This design comes from an exercise in tuning for small area and a short achievable clock period on the open sky130 flow, not from production work. Only simulation tests tie the RTL to the original design; equivalence was not proved. The clock input has no modelled driver; a real chip could not lean on it and would need a root buffer or a full tree. Power and IR drop assume default switching activity.

quartz:
## accel_controller
module accel_controller #(
    parameter int SRAM_ADDR_W = 17
) (
    input  logic                                  clk,
    input  logic                                  rst,
    input  logic                                  start,
    input  logic [accel_pkg::cfg_w-1:0]           confi,
    output logic [SRAM_ADDR_W-1:0]                ifmap_sram_addr,
    output logic [SRAM_ADDR_W-1:0]                filter_sram_addr,
    output logic                                  ifmap_sram_ren,
    output logic                                  filter_sram_ren,
    output logic [accel_pkg::ifmap_buf_aw-1:0]    ifmap_buffer_waddr,
    output logic                                  ifmap_buffer_wen,
    output logic [accel_pkg::filter_buf_aw-1:0]   filter_buffer_waddr,
    output logic                                  filter_buffer_wen,
    output logic [accel_pkg::pe_count-1:0][accel_pkg::ifmap_buf_aw-1:0]  ifmap_raddr,
    output logic [accel_pkg::pe_count-1:0]                               ifmap_ren,
    output logic [accel_pkg::pe_count-1:0][accel_pkg::filter_buf_aw-1:0] filter_raddr,
    output logic [accel_pkg::pe_count-1:0]                               filter_ren,
    output logic [accel_pkg::result_sel_w-1:0]    result_sel,
    output logic                                  post_unit_wen
);
    logic [3:0] cs;          
    logic       r_i, r_f;    
    logic       w_i, w_f;    
    logic [3:0] pen;         
    logic       q;           
    logic       ts_r;        
    logic [7:0]  pc;         
    logic        nc0;        
    logic [9:0]  h_r;
    logic [11:0] wr;         
    logic [5:0]  ci_r;
    logic [7:0]  cc;         
    logic [9:0]  rr;         
    logic [7:0]  gg;         
    logic        cl_r, rl_r;
    logic        ds_r;       
    logic [16:0] hw5;        
    logic [16:0] a_r;        
    logic [2:0]  ik;
    logic        k5;
    logic        xs_r, xf_r;    
    logic [4:0]  ich;
    logic [14:0] f_r;        
    logic        fe_r;
    logic [5:0]  y0h, y1h, y2h, y3h;
    logic [3:0]  x1h, x2h, x3h;
    logic [9:0] w_r;
    logic busy, accept, ds, pc_clr, iend, gl;
    logic [4:0] cim1;
    logic k5_n, fil_n, xs_n, xf_n;
  ...
Size in the first run: about 1100 cells after synthesis, roughly 220 flip-flops, roughly 140 I/O pins.
export LEC_CHECK = 0
export CAP_MARGIN = 20
export CORE_MARGIN = 2
export CORE_UTILIZATION = 65
export CTS_BUF_LIST = sky130_fd_sc_hd__clkbuf_16
export CTS_CLUSTER_DIAMETER = 100
export CTS_CLUSTER_SIZE = 30
export PLACE_DENSITY = 0.75
export SETUP_SLACK_MARGIN = 4.9
export SLEW_MARGIN = 20
create_clock -name core_clock -period 7.5 [get_ports {clk}]
standard.sh (not shown) runs the stock make flow with config.mk's settings and CLKGATE_MAP_FILE= SYNTH_SCRIPT=/design/flow/synth_recipe.tcl, a recipe that flattens the netlist after the stock synthesis.
==> flow/flow/run.sh <==
#!/bin/bash
set -euo pipefail
export BUFFER_PORTS_ARGS="-buffer_cell sky130_fd_sc_hd__buf_1"
# optional settings for flow/clk_flatten.tcl (CLK_ROOTS, CLK_ROOT_CELL)
if [[ -f flow/env ]]; then set -a; source flow/env; set +a; fi
ARGS=()
if [[ -f flow/make_args ]]; then read -r -a ARGS < flow/make_args; fi
bash standard.sh "${ARGS[@]}" cts > standard_cts.log 2>&1
R=$PWD/orfs/results/sky130hd/accel_controller/base
cp $R/4_cts.odb $R/4_cts_orig.odb
CTS_ODB=$R/4_cts_orig.odb CTS_ODB_OUT=$R/4_cts.odb openroad -no_init -exit flow/clk_flatten.tcl > clk_flatten.log 2>&1
bash standard.sh "${ARGS[@]}" finish > standard_finish.log 2>&1
==> flow/flow/env <==
CLK_ROOT_CELL=sky130_fd_sc_hd__clkbuf_8
Other scripts of this flow, unchanged in this note and not shown: flow/flow/clk_flatten.tcl
quartz finished every stage and its layout cleared the timing, design-rule and antenna checks.
Relative to quartz, the following input files were edited for pepper:
--- a/flow/flow/run.sh
+++ b/flow/flow/run.sh
@@ -1,5 +1,5 @@
 #!/bin/bash
 set -euo pipefail
-export BUFFER_PORTS_ARGS="-buffer_cell sky130_fd_sc_hd__buf_1"
+export BUFFER_PORTS_ARGS="-buffer_cell sky130_fd_sc_hd__buf_2"
 # optional settings for flow/clk_flatten.tcl (CLK_ROOTS, CLK_ROOT_CELL)
 if [[ -f flow/env ]]; then set -a; source flow/env; set +a; fi
Results
- pepper has completed all stages; timing, DRC and antenna checks passed.
- pepper ends up with a cell area that is 140 µm² higher than in quartz.
- For maximum number of pins on one net before global-route repair, quartz and pepper come out practically identical.
- Lower via count goes to pepper over quartz.
- pepper and quartz ended up with nearly the same clock power.
The following lists how indigo was set up differently from pepper:
- an added ABC_AREA of 1
--- a/flow/flow/run.sh
+++ b/flow/flow/run.sh
@@ -1,5 +1,5 @@
 #!/bin/bash
 set -euo pipefail
-export BUFFER_PORTS_ARGS="-buffer_cell sky130_fd_sc_hd__buf_2"
+export BUFFER_PORTS_ARGS="-buffer_cell sky130_fd_sc_hd__buf_1"
 # optional settings for flow/clk_flatten.tcl (CLK_ROOTS, CLK_ROOT_CELL)
 if [[ -f flow/env ]]; then set -a; source flow/env; set +a; fi
==> flow/flow/env <==
CLK_ROOT_CELL=sky130_fd_sc_hd__clkbuf_8
CLK_ROOTS=3
==> comparison <==
- indigo completed every stage of the flow, and the final layout passed the timing, design-rule and antenna checks.
- Delta (indigo minus pepper): design area saw an increase, synthesized cell count has increased, final routed wirelength across all metal layers rose by 22%.
- Compared with pepper, indigo is hungrier on power.
- On indigo: non-clock buffer count is 3 lower than what pepper gave.

* * *

Setup of tundra:
The RTL this note starts from:
==> flow/design.v <==
package accel_pkg;
    localparam int cfg_w = 10;
    localparam int pe_count = 4;
    localparam int window_cols = pe_count + 2;
    localparam int ifmap_buf_depth = 192;
    localparam int filter_buf_depth = 128;
    localparam int ifmap_buf_aw = $clog2(ifmap_buf_depth);
    localparam int filter_buf_aw = $clog2(filter_buf_depth);
    localparam int result_count = 16;
    localparam int result_sel_w = $clog2(result_count);
    localparam int max_ci = ifmap_buf_depth / window_cols;
endpackage
`timescale 1ns/10ps
module accel_controller #(
    parameter int SRAM_ADDR_W = 17
) (
    input  logic                                  clk,
    input  logic                                  rst,
    input  logic                                  start,
    input  logic [accel_pkg::cfg_w-1:0]           confi,
    output logic [SRAM_ADDR_W-1:0]                ifmap_sram_addr,
    output logic [SRAM_ADDR_W-1:0]                filter_sram_addr,
    output logic                                  ifmap_sram_ren,
    output logic                                  filter_sram_ren,
    output logic [accel_pkg::ifmap_buf_aw-1:0]    ifmap_buffer_waddr,
    output logic                                  ifmap_buffer_wen,
    output logic [accel_pkg::filter_buf_aw-1:0]   filter_buffer_waddr,
    output logic                                  filter_buffer_wen,
    output logic [accel_pkg::pe_count-1:0][accel_pkg::ifmap_buf_aw-1:0]  ifmap_raddr,
    output logic [accel_pkg::pe_count-1:0]                               ifmap_ren,
    output logic [accel_pkg::pe_count-1:0][accel_pkg::filter_buf_aw-1:0] filter_raddr,
    output logic [accel_pkg::pe_count-1:0]                               filter_ren,
    output logic [accel_pkg::result_sel_w-1:0]    result_sel,
    output logic                                  post_unit_wen
);
    logic [3:0] cs;          
    logic       r_i, r_f;    
    logic       w_i, w_f;    
    logic [3:0] pen;         
    logic       q;           
    logic       ts_r;        
    logic [7:0]  pc;         
    logic        nc0;        
    logic [9:0]  h_r;
    logic [11:0] wr;         
    logic [5:0]  ci_r;
    logic [6:0]  e_c;        
    logic [7:0]  cc;         
    logic [9:0]  rr;         
    logic [7:0]  gg;         
    logic        cl_r, rl_r;
    logic        ds_r;       
    logic [16:0] hw5;        
    logic [16:0] a_r;        
    logic [2:0]  ik;
    logic        k5;
    logic        xs_r, xf_r;    
    logic [4:0]  ich;
    logic [14:0] f_r;        
    logic        fe_r;
    logic [5:0]  y0h, y1h, y2h, y3h;
    logic [3:0]  x1h, x2h, x3h;
    logic [9:0] w_r;
    logic busy, accept, ds, pc_clr, iend, gl;
    logic [4:0] cim1;
    assign w_r = wr[9:0];
    assign busy = r_i | w_i | (|pen) | q;
    assign accept = start && (cs == 4'd0) && !busy;
    assign cim1 = 5'(ci_r - 6'd1);
    assign ds = pen[3] && !pen[2];
    assign pc_clr = (r_i ^ w_i) || ds_r;
    assign iend = k5 && (ich == 5'd0);
    assign gl = cl_r && rl_r;
    always_ff @(posedge clk or posedge rst)
    begin
        if (rst)
        begin
            cs <= 4'd0;
            r_i <= 1'b0;
            r_f <= 1'b0;
            w_i <= 1'b0;
            w_f <= 1'b0;
            pen <= 4'd0;
            q <= 1'b0;
            ts_r <= 1'b0;
            xs_r <= 1'b0;
            xf_r <= 1'b0;
        end
        else
        begin
            if (cs == 4'd0)
                cs <= {3'd0, accept};
            else if (cs == 4'd8)
                cs <= 4'd0;
            else
                cs <= cs + 4'd1;
            xs_r <= xs_n;
            xf_r <= xf_n;
            ts_r <= (cs == 4'd3) || (q && (pc[3:0] == 4'd14) && (gg != 8'd0));
            if (ts_r)
                r_i <= 1'b1;
            else if (iend)
                r_i <= 1'b0;
            if (ts_r)
                r_f <= 1'b1;
            else if (fe_r)
                r_f <= 1'b0;
            w_i <= r_i;
            w_f <= r_f;
            if (w_i && !r_i)
                pen[0] <= 1'b1;
            else if (pc[4:0] == cim1)
                pen[0] <= 1'b0;
            pen[3:1] <= pen[2:0];
            if (ds)
                q <= 1'b1;
            else if (pc[3:0] == 4'd15)
                q <= 1'b0;
        end
    end
    logic [11:0] bd_r;       
    logic        bn_r;       
    logic        bf_r, be_r;   
    logic [11:0] bmag;
    logic        bo, bt;
    logic [16:0] badd;
    logic [17:0] bsum;
    logic [14:0] bacc;
    logic        x2, x1, x0;
    assign x2 = (cs == 4'd2) ? 1'b0 : wr[9];
    assign x1 = (cs == 4'd2) ? 1'b0 : wr[8];
    assign x0 = (cs == 4'd2) ? confi[9] : wr[7];
    assign bo = x1 ^ x0;
    assign bt = (x2 && !x1 && !x0) || (!x2 && x1 && x0);
    assign bmag = bo ? {2'd0, h_r} : (bt ? {1'd0, h_r, 1'b0} : 12'd0);
    assign badd = {{5{bn_r}}, bd_r};
    assign bacc = bf_r ? 15'd31 : hw5[14:0];
    assign bsum = {bacc, 1'b1, be_r, 1'b1} + {badd, bn_r};
    always_ff @(posedge clk)
    begin
        if (cs == 4'd1)
            h_r <= confi;
        if (cs == 4'd2)
            wr <= {2'b00, confi};
        else if (cs >= 4'd3 && cs <= 4'd8)
            wr <= {wr[9:0], wr[11:10]};
        bd_r <= x2 ? ~bmag : bmag;
        bf_r <= (cs == 4'd2);
        be_r <= (cs != 4'd6);
        bn_r <= x2;
        if (cs == 4'd3)
            ci_r <= confi[5:0];
        if (cs >= 4'd3 && cs <= 4'd8)
            hw5 <= bsum[17:1];
    end
    always_ff @(posedge clk)
    begin
        ds_r <= pen[2] && !pen[1];
        if (cs == 4'd3)
            cl_r <= (w_r[9:2] == {6'd0, ~w_r[1], w_r[1]});
        else if (cs < 4'd4 || cs > 4'd8)
            cl_r <= (cc == {6'd0, ~w_r[1], w_r[1]});
        rl_r <= (rr == 10'd1);
        if (cs == 4'd3 || (ds_r && cl_r))
            cc <= w_r[9:2];
        else if (ds_r)
            cc <= cc - 8'd1;
        if (cs == 4'd2 || (ds_r && cl_r && rl_r))
            rr <= h_r;
        else if (ds_r && cl_r)
            rr <= rr - 10'd1;
        if (cs == 4'd4)
            gg <= confi[9:2];
        else if (ds_r && cl_r && rl_r)
            gg <= gg - 8'd1;
    end
    logic [16:0] asum;
    logic [7:0]  astep;      
    logic        xn_r;       
    logic        k5_n, fil_n, xs_n, xf_n;
    logic [7:0]  dm;
    assign fil_n = ts_r || (r_i && !iend);
    assign k5_n = !ts_r && !k5 && (ik == 3'd4) && fil_n;
    assign xs_n = (r_i && iend) || (xs_r && (ich != 5'd0));
    assign xf_n = xs_r && (ich == 5'd0);
    assign dm = 8'((cl_r ? 8'(4'd6 + {~w_r[1], w_r[0]}) : 8'd4) - {ci_r, 2'b00});
    assign asum = a_r + {(k5 ? hw5[16:8] : (xs_r ? ~hw5[16:8] : {9{xn_r}})), astep};
    always_ff @(posedge clk)
    begin
        if (k5_n)
            astep <= hw5[7:0];
        else if (xs_n)
            astep <= ~hw5[7:0];
        else if (xf_n)
            astep <= dm;
        else
            astep <= {7'd0, fil_n};
        xn_r <= xf_n && dm[7];
        a_r <= (cs == 4'd1 || (xf_r && gl)) ? 17'd0 : asum;
        ik <= (ts_r || k5) ? 3'd0 : ik + 3'd1;
        k5 <= k5_n;
        ich <= (ts_r || (r_i && iend)) ? cim1 : ich - {4'd0, k5 | xs_r};
    end
    logic [14:0] fsum;
    logic        sd_n, fe_n, fph_n;
    logic [7:0]  fa_r;       
    assign e_c = 7'(7'd1 - 7'(3 * ci_r));
    assign sd_n = r_f && w_i && (pc[1:0] == 2'd1);
    assign fe_n = sd_n && (pc[6:2] == cim1);
    assign fph_n = ts_r || (r_f && !fe_r);
    assign fsum = f_r + {{8{fa_r[7]}}, fa_r[6:0]};
    always_ff @(posedge clk)
    begin
        fe_r <= fe_n;
        if (fe_n)
            fa_r <= gl ? 8'd1 : {1'b1, e_c};
        else if (fe_r)
            fa_r <= gl ? 8'd0 : 8'(-{2'd0, ci_r});
        else if (fph_n)
            fa_r <= sd_n ? {1'b1, e_c} : {2'd0, ci_r};
        else
            fa_r <= 8'd0;
        f_r <= (cs == 4'd1) ? 15'd0 : fsum;
    end
    always_ff @(posedge clk)
    begin
        pc <= pc_clr ? 8'd0 : pc + 8'd1;
        nc0 <= pc_clr ? 1'b1 : pc[0];
        y0h <= pc_clr ? 6'd0 : 6'(({y0h, pc[0]} + 7'd3) >> 1);
        y1h <= y0h;
        y2h <= y1h + {5'd0, nc0};
        y3h <= y2h;
        x1h <= pc[4:1];
        x2h <= x1h;
        x3h <= x2h;
    end
    assign ifmap_sram_ren = r_i;
    assign filter_sram_ren = r_f;
    assign ifmap_buffer_wen = w_i;
    assign filter_buffer_wen = w_f;
    assign ifmap_sram_addr = a_r;
    assign filter_sram_addr = {2'b00, f_r};
    assign ifmap_buffer_waddr = pc;
    assign filter_buffer_waddr = pc[6:0];
    assign result_sel = pc[3:0];
    assign post_unit_wen = q;
    assign ifmap_ren = pen;
    assign filter_ren = pen;
    assign filter_raddr[0] = {pc[4:0], 2'd0};
    assign filter_raddr[1] = {x1h, nc0, 2'd1};
    assign filter_raddr[2] = {x2h, pc[0], 2'd2};
    assign filter_raddr[3] = {x3h, nc0, 2'd3};
    assign ifmap_raddr[0] = {y0h, pc[0], 1'b0};
    assign ifmap_raddr[1] = {y1h, nc0, 1'b1};
    assign ifmap_raddr[2] = {y2h, nc0, 1'b0};
    assign ifmap_raddr[3] = {y3h, pc[0], 1'b1};
endmodule
Settings: LEC_CHECK=0, CAP_MARGIN=20, CORE_MARGIN=2, CORE_UTILIZATION=40, CTS_BUF_LIST=sky130_fd_sc_hd__clkbuf_16, CTS_CLUSTER_DIAMETER=120, CTS_CLUSTER_SIZE=24, SETUP_SLACK_MARGIN=4.8, SLEW_MARGIN=20; clock period 7.5 ns.
==> flow/flow/run.sh <==
#!/bin/bash
set -euo pipefail
export BUFFER_PORTS_ARGS="-buffer_cell sky130_fd_sc_hd__buf_2"
bash standard.sh cts > standard_cts.log 2>&1
R=$PWD/orfs/results/sky130hd/accel_controller/base
cp $R/4_cts.odb $R/4_cts_orig.odb
CTS_ODB=$R/4_cts_orig.odb CTS_ODB_OUT=$R/4_cts.odb openroad -no_init -exit flow/clk_flatten.tcl > clk_flatten.log 2>&1
bash standard.sh finish > standard_finish.log 2>&1
Other scripts of this flow, unchanged in this note and not shown: flow/flow/clk_flatten.tcl
Edits applied to the flow inputs when going from tundra to maple:
# tundra
export LEC_CHECK = 0
export CAP_MARGIN = 20
export CORE_MARGIN = 2
export CORE_UTILIZATION = 40
export CTS_BUF_LIST = sky130_fd_sc_hd__clkbuf_16
export CTS_CLUSTER_DIAMETER = 120
export CTS_CLUSTER_SIZE = 24
export SETUP_SLACK_MARGIN = 4.8
export SLEW_MARGIN = 20
create_clock -name core_clock -period 7.5 [get_ports {clk}]
# maple
export LEC_CHECK = 0
export CAP_MARGIN = 20
export CORE_MARGIN = 2
export CORE_UTILIZATION = 40
export CTS_BUF_LIST = sky130_fd_sc_hd__clkbuf_16
export CTS_CLUSTER_DIAMETER = 120
export CTS_CLUSTER_SIZE = 24
export SETUP_SLACK_MARGIN = 5.0
export SLEW_MARGIN = 20
create_clock -name core_clock -period 7.5 [get_ports {clk}]
==> flow/flow/run.sh <==
#!/bin/bash
set -euo pipefail
export BUFFER_PORTS_ARGS="-buffer_cell sky130_fd_sc_hd__buf_2"
ARGS=()
if [[ -f flow/make_args ]]; then read -r -a ARGS < flow/make_args; fi
bash standard.sh "${ARGS[@]}" cts > standard_cts.log 2>&1
R=$PWD/orfs/results/sky130hd/accel_controller/base
cp $R/4_cts.odb $R/4_cts_orig.odb
CTS_ODB=$R/4_cts_orig.odb CTS_ODB_OUT=$R/4_cts.odb openroad -no_init -exit flow/clk_flatten.tcl > clk_flatten.log 2>&1
bash standard.sh "${ARGS[@]}" finish > standard_finish.log 2>&1
==> flow/flow/make_args (new file) <==
SETUP_SLACK_MARGIN=5.2
Notes after the runs:
Cmp maple vs tundra: detailed-routing iteration count for the pre-antenna-repair pass higher in maple. maple has minimum setup slack among reg-to-reg paths above what tundra had. Fmax: maple higher than tundra. Switching part of the total power: maple < tundra.
--- input diff maple..lagoon ---
# maple
export LEC_CHECK = 0
export CAP_MARGIN = 20
export CORE_MARGIN = 2
export CORE_UTILIZATION = 40
export CTS_BUF_LIST = sky130_fd_sc_hd__clkbuf_16
export CTS_CLUSTER_DIAMETER = 120
export CTS_CLUSTER_SIZE = 24
export SETUP_SLACK_MARGIN = 5.0
export SLEW_MARGIN = 20
create_clock -name core_clock -period 7.5 [get_ports {clk}]
# lagoon
export LEC_CHECK = 0
export CAP_MARGIN = 20
export CORE_MARGIN = 2
export CORE_UTILIZATION = 65
export CTS_BUF_LIST = sky130_fd_sc_hd__clkbuf_16
export CTS_CLUSTER_DIAMETER = 100
export CTS_CLUSTER_SIZE = 30
export PLACE_DENSITY = 0.75
export SETUP_SLACK_MARGIN = 5.0
export SLEW_MARGIN = 20
create_clock -name core_clock -period 7.5 [get_ports {clk}]
removed: flow/flow/make_args
Findings:
Looking at worst slack at placement, lagoon sits 0.27 ns lower than maple does.
Area share of buffers outside the clock network in lagoon is 6.8 points lower than in maple
The total wirelength of the detailed-routed design in lagoon is 0.899 times that in maple.
Number of failing setup endpoints in the final timing report of maple is on par with lagoon.
Summary of lagoon over maple: first-pass GRT wire length dropped 2.8 mm; setup slack of the critical path after layout dropped 0.025 ns.
Total of plain and repair buffers excluding clock buffers (maple / lagoon): 1.4
In lagoon, share of cell area taken by multi-input logic gates is higher than in maple.
Fraction of power consumed by the clock network delta for lagoon relative to maple: 0.5 points higher
Final instance count without filler cells in lagoon is about 12% below maple.
Global-route usage sits higher in lagoon than in maple.
## Diff of input files: yarrow against lagoon
# lagoon
export LEC_CHECK = 0
export CAP_MARGIN = 20
export CORE_MARGIN = 2
export CORE_UTILIZATION = 65
export CTS_BUF_LIST = sky130_fd_sc_hd__clkbuf_16
export CTS_CLUSTER_DIAMETER = 100
export CTS_CLUSTER_SIZE = 30
export PLACE_DENSITY = 0.75
export SETUP_SLACK_MARGIN = 5.0
export SLEW_MARGIN = 20
create_clock -name core_clock -period 7.5 [get_ports {clk}]
# yarrow
export LEC_CHECK = 0
export CAP_MARGIN = 0
export CORE_MARGIN = 2
export CORE_UTILIZATION = 65
export CTS_BUF_LIST = sky130_fd_sc_hd__clkbuf_16
export CTS_CLUSTER_DIAMETER = 100
export CTS_CLUSTER_SIZE = 30
export PLACE_DENSITY = 0.75
export SETUP_SLACK_MARGIN = 4.9
export SLEW_MARGIN = 0
create_clock -name core_clock -period 7.5 [get_ports {clk}]
Findings:
[compare] base=lagoon new=yarrow: ratio of total power to cell area went down about 0.9%; cell area went down 310 um2; filler cell count in the final layout went up 31; total number of clock tree sinks held; register share of total power went up 1.4 points.
Area growth from synthesis to layout delta for yarrow relative to lagoon: 2.9 points lower
Re post-cts sizing count: yarrow and lagoon aren't equal, and the lower value belongs to yarrow.
[diff] setup slack, yarrow relative to lagoon: regression

## re-timing with driven ports
The flow's constraints put no driver on any port. The routed layouts listed below were extracted and timed again, unchanged, in two steps. Step 1 assumes that a clkbuf_16 drives the clock port and a buf_2 every other input. Step 2 moves the port delays by t, midway between the first and last clock arrival at a register: inputs arrive t later, outputs are due t later. That takes back most of the time a late clock gives input paths. Slacks: ideal ports / drivers / drivers and shift; pairs: ideal ports / drivers.
| run | t (ns) | slack for setup (ns) | hold slack, ns | worst data-port slew with drivers (ns) | cell pins on the clock port's net |
|---|---|---|---|---|---|
| quartz | 0.379 | 5.076 / 5.002 / 5.086 | 0.353 / 0.353 / 0.353 | 0.04 | 4 |
| pepper | 0.366 | 5.073 / 4.997 / 5.081 | 0.352 / 0.352 / 0.352 | 0.04 | 4 |
| indigo | 0.392 | 5.024 / 4.961 / 4.993 | 0.350 / 0.350 / 0.350 | 0.04 | 3 |
| tundra | 0.393 | 4.982 / 4.913 / 4.982 | 0.346 / 0.346 / 0.346 | 0.03 | 4 |
| maple | 0.399 | 5.064 / 4.964 / 5.125 | 0.349 / 0.349 / 0.349 | 0.03 | 4 |
| lagoon | 0.391 | 5.039 / 4.940 / 5.077 | 0.323 / 0.323 / 0.323 | 0.03 | 4 |
| yarrow | 0.388 | 5.013 / 4.962 / 5.013 | 0.314 / 0.314 / 0.314 | 0.03 | 4 |
After both steps setup and hold are still met in every run listed. For indigo, which loses most, drivers alone change the setup slack by -0.063 ns; drivers and shift together by -0.031 ns.
